This is an optimization exercise on Yosys and OpenROAD, whose aim is small area, not a production implementation. Where RTL was checked, it was by simulation tests only, not by an equivalence proof against the original. No activity file was given, so power comes from the tool's default toggle rates.

// ex_stage
module ex_stage
#(
    parameter int XLEN = ex_stage_pkg::XLEN_DEF
) (
    input  logic            clk,
    input  logic            reset,
    input  logic [XLEN-1:0] pc_ex,
    input  logic [XLEN-1:0] rdata1_ex,
    input  logic [XLEN-1:0] rdata2_ex,
    input  logic [XLEN-1:0] imm_ex,
    input  logic [4:0]      rs1_ex,
    input  logic [4:0]      rs2_ex,
    input  logic [4:0]      rd_ex,
    input  logic [3:0]      funct_ex,
    input  logic [1:0]      aluop_ex,
    input  logic            alusrc_ex,
    input  logic            mul_ex,
    input  logic            branch_ex,
    input  logic            memread_ex,
    input  logic            memtoreg_ex,
    input  logic            memwrite_ex,
    input  logic            regwrite_ex,
    input  logic [4:0]      memwb_rd,
    input  logic            memwb_regwrite,
    input  logic [XLEN-1:0] memwb_wdata,
    input  logic            ex_flush,
    output logic [XLEN-1:0] mem_branch_tgt,
    output logic [XLEN-1:0] mem_alu_result,
    output logic [XLEN-1:0] mem_store_data,
    output logic            mem_zero,
    output logic [4:0]      mem_rd,
    output logic            mem_branch,
    output logic            mem_memread,
    output logic            mem_memtoreg,
    output logic            mem_memwrite,
    output logic            mem_regwrite,
    output logic            ex_stall
);
Size: ~2,200 cells after synthesis, about 210 flip-flops, ~560 I/O pins, about 19,000 um2 of cells after synthesis.
Settings: LEC_CHECK=0, CAP_MARGIN=5, CORE_MARGIN=2, CORE_UTILIZATION=50, CTS_BUF_LIST=sky130_fd_sc_hd__clkbuf_8, GPL_TIMING_DRIVEN=0, SETUP_SLACK_MARGIN=0.2, SLEW_MARGIN=5; clock period 9.0 ns.
standard.sh (not shown) runs the stock make flow with config.mk's settings and CLKGATE_MAP_FILE= SYNTH_SCRIPT=/design/flow/synth_recipe.tcl, a recipe that flattens the netlist after the stock synthesis.
==> flow/flow/run.sh <==
#!/bin/bash
# The standard layout (standard.sh) with these changes:
#  - synthesis maps the logic with an area-oriented ABC script that then buffers high-fanout
#    nets and sizes gates itself (flow/area.abc); the shifter
#    (ex_stage_shl) and forwarding (ex_stage_fwd) modules are kept apart until after mapping
#    and mapped with flow/shifter.abc (ABC's amap), then flattened like the rest;
#  - every port still gets a buffer, made from the smallest buffer cell (buf_1);
#  - clock tree synthesis uses clkbuf_8 with clusters of up to 14 sinks and adds no dummy loads.
set -euo pipefail
HERE=$(pwd)
cat flow/abc_override.tcl synth_recipe.tcl > my_synth.tcl
sed "s#SYNTH_SCRIPT=[^ ]*#SYNTH_SCRIPT=$HERE/my_synth.tcl#" standard.sh > my_standard.sh
export MY_ABC_SCRIPT=$HERE/flow/area.abc
export MY_ABC_SHL_SCRIPT=$HERE/flow/shifter.abc
export MY_AMAP_MODULES="ex_stage_shl ex_stage_fwd"
export SYNTH_KEEP_MODULES="ex_stage_shl ex_stage_fwd"
export BUFFER_PORTS_ARGS="-buffer_cell sky130_fd_sc_hd__buf_1"
export CTS_ARGS="-sink_clustering_enable -repair_clock_nets -buf_list sky130_fd_sc_hd__clkbuf_8 -dont_use_dummy_load -sink_clustering_size 14 -sink_clustering_max_diameter 70"
bash my_standard.sh > flow.log 2>&1
==> flow/flow/abc_override.tcl <==
# Map with flow/area.abc instead of ORFS's ABC script; the modules named in MY_AMAP_MODULES
# (kept apart until after mapping) are mapped on their own with flow/shifter.abc (ABC's amap).
# Everything else is the standard flow's synthesis.
proc abc {args} {
  set i [lsearch $args -script]
  set main_args [lreplace $args [expr {$i+1}] [expr {$i+1}] $::env(MY_ABC_SCRIPT)]
  set amap_args [lreplace $args [expr {$i+1}] [expr {$i+1}] $::env(MY_ABC_SHL_SCRIPT)]
  set sel {}
  foreach m $::env(MY_AMAP_MODULES) { lappend sel "*$m*" }
  yosys abc {*}$amap_args {*}$sel
  yosys abc {*}$main_args {*}$sel %n
}
==> flow/flow/area.abc <==
&get -n
&st
&dch
&nf -R 30
&put
buffer -c -N 32
topo
stime -c
upsize -c
dnsize -c
==> flow/flow/shifter.abc <==
strash
dch
amap
topo
stime -c
Next try:
--- a/flow/design.v
+++ b/flow/design.v
@@ -188,23 +188,23 @@
     ex_stage_add #(.W(XLEN)) u_add (
         .a(w_fwd_a), .b(w_y ^ {XLEN{u_sub}}), .ci(u_sub),
         .s(w_sum), .p(w_p), .g(w_g), .co(w_co), .c_msb(w_cm)
     );
     assign w_ltu = !w_co;
     assign w_lt  = w_p[XLEN-1] ? w_ltu : w_fwd_a[XLEN-1];
     always_comb begin
         w_res = ({XLEN{s_sum}} & w_sum) | ({XLEN{s_dbl}} & {w_sum[XLEN-2:0], 1'b0}) |
                 ({XLEN{s_p}} & w_p) | ({XLEN{s_g}} & w_g) | w_sh;
         w_res[0] = w_res[0] | (s_slt && w_lt) | (s_sltu && w_ltu);
     end
-    localparam int TGT_RC = 8;
+    localparam int TGT_RC = 12;
     logic [XLEN-1:0] w_tgt;
     logic            w_tgt_c;
     always_comb begin
         w_tgt_c = 1'b0;
         for (int i = 1; i <= TGT_RC; i++) begin
             w_tgt[i] = pc_ex[i] ^ imm_ex[i-1] ^ w_tgt_c;
             w_tgt_c  = (pc_ex[i] & imm_ex[i-1]) | (pc_ex[i] & w_tgt_c) | (imm_ex[i-1] & w_tgt_c);
         end
     end
     logic            w_tgt_co, w_tgt_cm;
     logic [XLEN-2-TGT_RC:0] w_tgt_p, w_tgt_g;
With this change the flow finished but fails on negative setup slack.
Design area rises by about 1.6%.
Worst setup slack loses 450 ps.
Via count barely changes.
Synthesized area falls by 0.39%.
Maximum frequency falls by 5.0%.
Worst hold slack is about the same.
Clock skew rises by 9.1 ps.
Total power rises by 0.68%.
Routed wire length rises by 1.1%.
The RTL of the second run of this note was laid out without a check of its function.

## before
Another version of the RTL of ex_stage (not shown whole).
Size: ~2200 cells after synthesis, about 560 I/O pins, ~19000 µm² of cells after synthesis.
==> flow/config.mk <==
export PLATFORM = sky130hd
export DESIGN_NAME = ex_stage
export DESIGN_NICKNAME = ex_stage
export VERILOG_FILES = /design/flow/design.v
export SDC_FILE = /design/flow/constraint.sdc
export NUM_CORES = 4
export LEC_CHECK = 0
export CAP_MARGIN = 5
export CORE_MARGIN = 2
export CORE_UTILIZATION = 50
export CTS_BUF_LIST = sky130_fd_sc_hd__clkbuf_8
export GPL_TIMING_DRIVEN = 0
export SETUP_SLACK_MARGIN = 0.2
export SLEW_MARGIN = 5
==> flow/constraint.sdc <==
create_clock -name core_clock -period 9.0 [get_ports {clk}]
set_input_delay 1.8000 -clock core_clock [delete_from_list [all_inputs] [get_ports {clk}]]
set_output_delay 1.8000 -clock core_clock [all_outputs]
set_load 0.01 [all_outputs]
==> flow/flow/run.sh <==
#!/bin/bash
# The standard layout (standard.sh) with these changes:
#  - synthesis maps the logic with an area-oriented ABC script (flow/area.abc); the shifter
#    (ex_stage_shl) and forwarding (ex_stage_fwd) modules are kept apart until after mapping
#    and mapped with flow/shifter.abc (ABC's amap), then flattened like the rest;
#  - every port still gets a buffer, made from the smallest buffer cell (buf_1);
#  - clock tree synthesis uses clkbuf_8 with clusters of up to 12 sinks and adds no dummy loads.
set -euo pipefail
HERE=$(pwd)
cat flow/abc_override.tcl synth_recipe.tcl > my_synth.tcl
sed "s#SYNTH_SCRIPT=[^ ]*#SYNTH_SCRIPT=$HERE/my_synth.tcl#" standard.sh > my_standard.sh
export MY_ABC_SCRIPT=$HERE/flow/area.abc
export MY_ABC_SHL_SCRIPT=$HERE/flow/shifter.abc
export MY_AMAP_MODULES="ex_stage_shl ex_stage_fwd"
export SYNTH_KEEP_MODULES="ex_stage_shl ex_stage_fwd"
export BUFFER_PORTS_ARGS="-buffer_cell sky130_fd_sc_hd__buf_1"
export CTS_ARGS="-sink_clustering_enable -repair_clock_nets -buf_list sky130_fd_sc_hd__clkbuf_8 -dont_use_dummy_load -sink_clustering_size 12 -sink_clustering_max_diameter 60"
bash my_standard.sh > flow.log 2>&1
==> flow/flow/area.abc <==
&get -n
&st
&dch
&nf -R 30
&put
topo
stime -c
Scripts as last shown in full above: flow/flow/abc_override.tcl, flow/flow/shifter.abc
[inputs] after vs before
--- a/flow/design.v
+++ b/flow/design.v
@@ -189,22 +189,31 @@
     assign w_ltu = !w_co;
     assign w_lt  = w_p[XLEN-1] ? w_ltu : w_fwd_a[XLEN-1];
     always_comb begin
         w_res = ({XLEN{s_sum}} & w_sum) | ({XLEN{s_dbl}} & {w_sum[XLEN-2:0], 1'b0}) |
                 ({XLEN{s_p}} & w_p) | ({XLEN{s_g}} & w_g) | ({XLEN{s_sh}} & w_sh);
         for (int i = 0; i < XLEN; i++) w_res[i] = w_res[i] | (s_shr && w_sh[XLEN-1-i]);
         w_res[0] = w_res[0] | (s_slt && w_lt) | (s_sltu && w_ltu);
     end
+    localparam int TGT_RC = 8;
     logic [XLEN-1:0] w_tgt;
+    logic            w_tgt_c;
+    always_comb begin
+        w_tgt_c = 1'b0;
+        for (int i = 1; i <= TGT_RC; i++) begin
+            w_tgt[i] = pc_ex[i] ^ imm_ex[i-1] ^ w_tgt_c;
+            w_tgt_c  = (pc_ex[i] & imm_ex[i-1]) | (pc_ex[i] & w_tgt_c) | (imm_ex[i-1] & w_tgt_c);
+        end
+    end
     logic            w_tgt_co, w_tgt_cm;
-    logic [XLEN-2:0] w_tgt_p, w_tgt_g;
-    ex_stage_add #(.W(XLEN-1)) u_tgt (
-        .a(pc_ex[XLEN-1:1]), .b(imm_ex[XLEN-2:0]), .ci(1'b0),
-        .s(w_tgt[XLEN-1:1]), .p(w_tgt_p), .g(w_tgt_g), .co(w_tgt_co), .c_msb(w_tgt_cm)
+    logic [XLEN-2-TGT_RC:0] w_tgt_p, w_tgt_g;
+    ex_stage_add #(.W(XLEN-1-TGT_RC)) u_tgt (
+        .a(pc_ex[XLEN-1:TGT_RC+1]), .b(imm_ex[XLEN-2:TGT_RC]), .ci(w_tgt_c),
+        .s(w_tgt[XLEN-1:TGT_RC+1]), .p(w_tgt_p), .g(w_tgt_g), .co(w_tgt_co), .c_msb(w_tgt_cm)
     );
     assign w_tgt[0] = pc_ex[0];
     always_ff @(posedge clk or posedge reset) begin
         if (reset)                    r_ctrl <= '0;
         else if (ex_flush || w_stall) r_ctrl <= '0;
         else r_ctrl <= {branch_ex, memread_ex, memtoreg_ex, memwrite_ex, regwrite_ex};
     end
     always_ff @(posedge clk) begin
Findings:
- after leaves more setup margin than before.
- From before to after, layout sequential cell count did not move at all.
- The worst hold-check slack of after and that of before are within noise of each other.
- On multiplexer share of the synthesized area, the lower figure sits with before, not after.
- after against before: proportion of cell area occupied by registers stayed essentially flat, internal power of the cells saw little to no change, final critical path time including I/O delays and setup shrank by 0.097 ns, utilization dropped 0.32 points.
- There was hardly any difference in overall power consumption between after and before.
- In the flow results for before and after, the fraction of layout cells with a size suffix above 1 is smaller on after.

afterwards: timing with drivers on the ports:
How much do the figures lean on ideal ports? The routed layouts below were timed once more, with nothing changed but the port constraints.
Step 1 assumes that a clkbuf_16 drives the clock port and a buf_2 every other input.
Step 2 times the ports against the registers' clock, not the clock port: input delays grow and output delays shrink by t, the midpoint of the rising clock arrivals with the driver on.
Three values: no drivers, after step 1, after step 2; two values: the first two.
run | t, ns | setup slack, ns | worst data-port slew with drivers (ns)
the first run of note 1 | 0.637 | 0.424 / 0.459 / -0.178 | 0.11
the second run of note 1 | 0.637 | -0.024 / -0.009 / -0.646 | 0.09
before | 0.652 | 0.385 / 0.417 / -0.235 | 0.12
after | 0.657 | 0.482 / 0.507 / -0.151 | 0.13
Met with ideal ports but missed after step 2: setup timing in the first run of note 1, before and after. The setup slack of after, which loses most, moves by +0.025 ns with the drivers and by -0.633 ns with both steps.
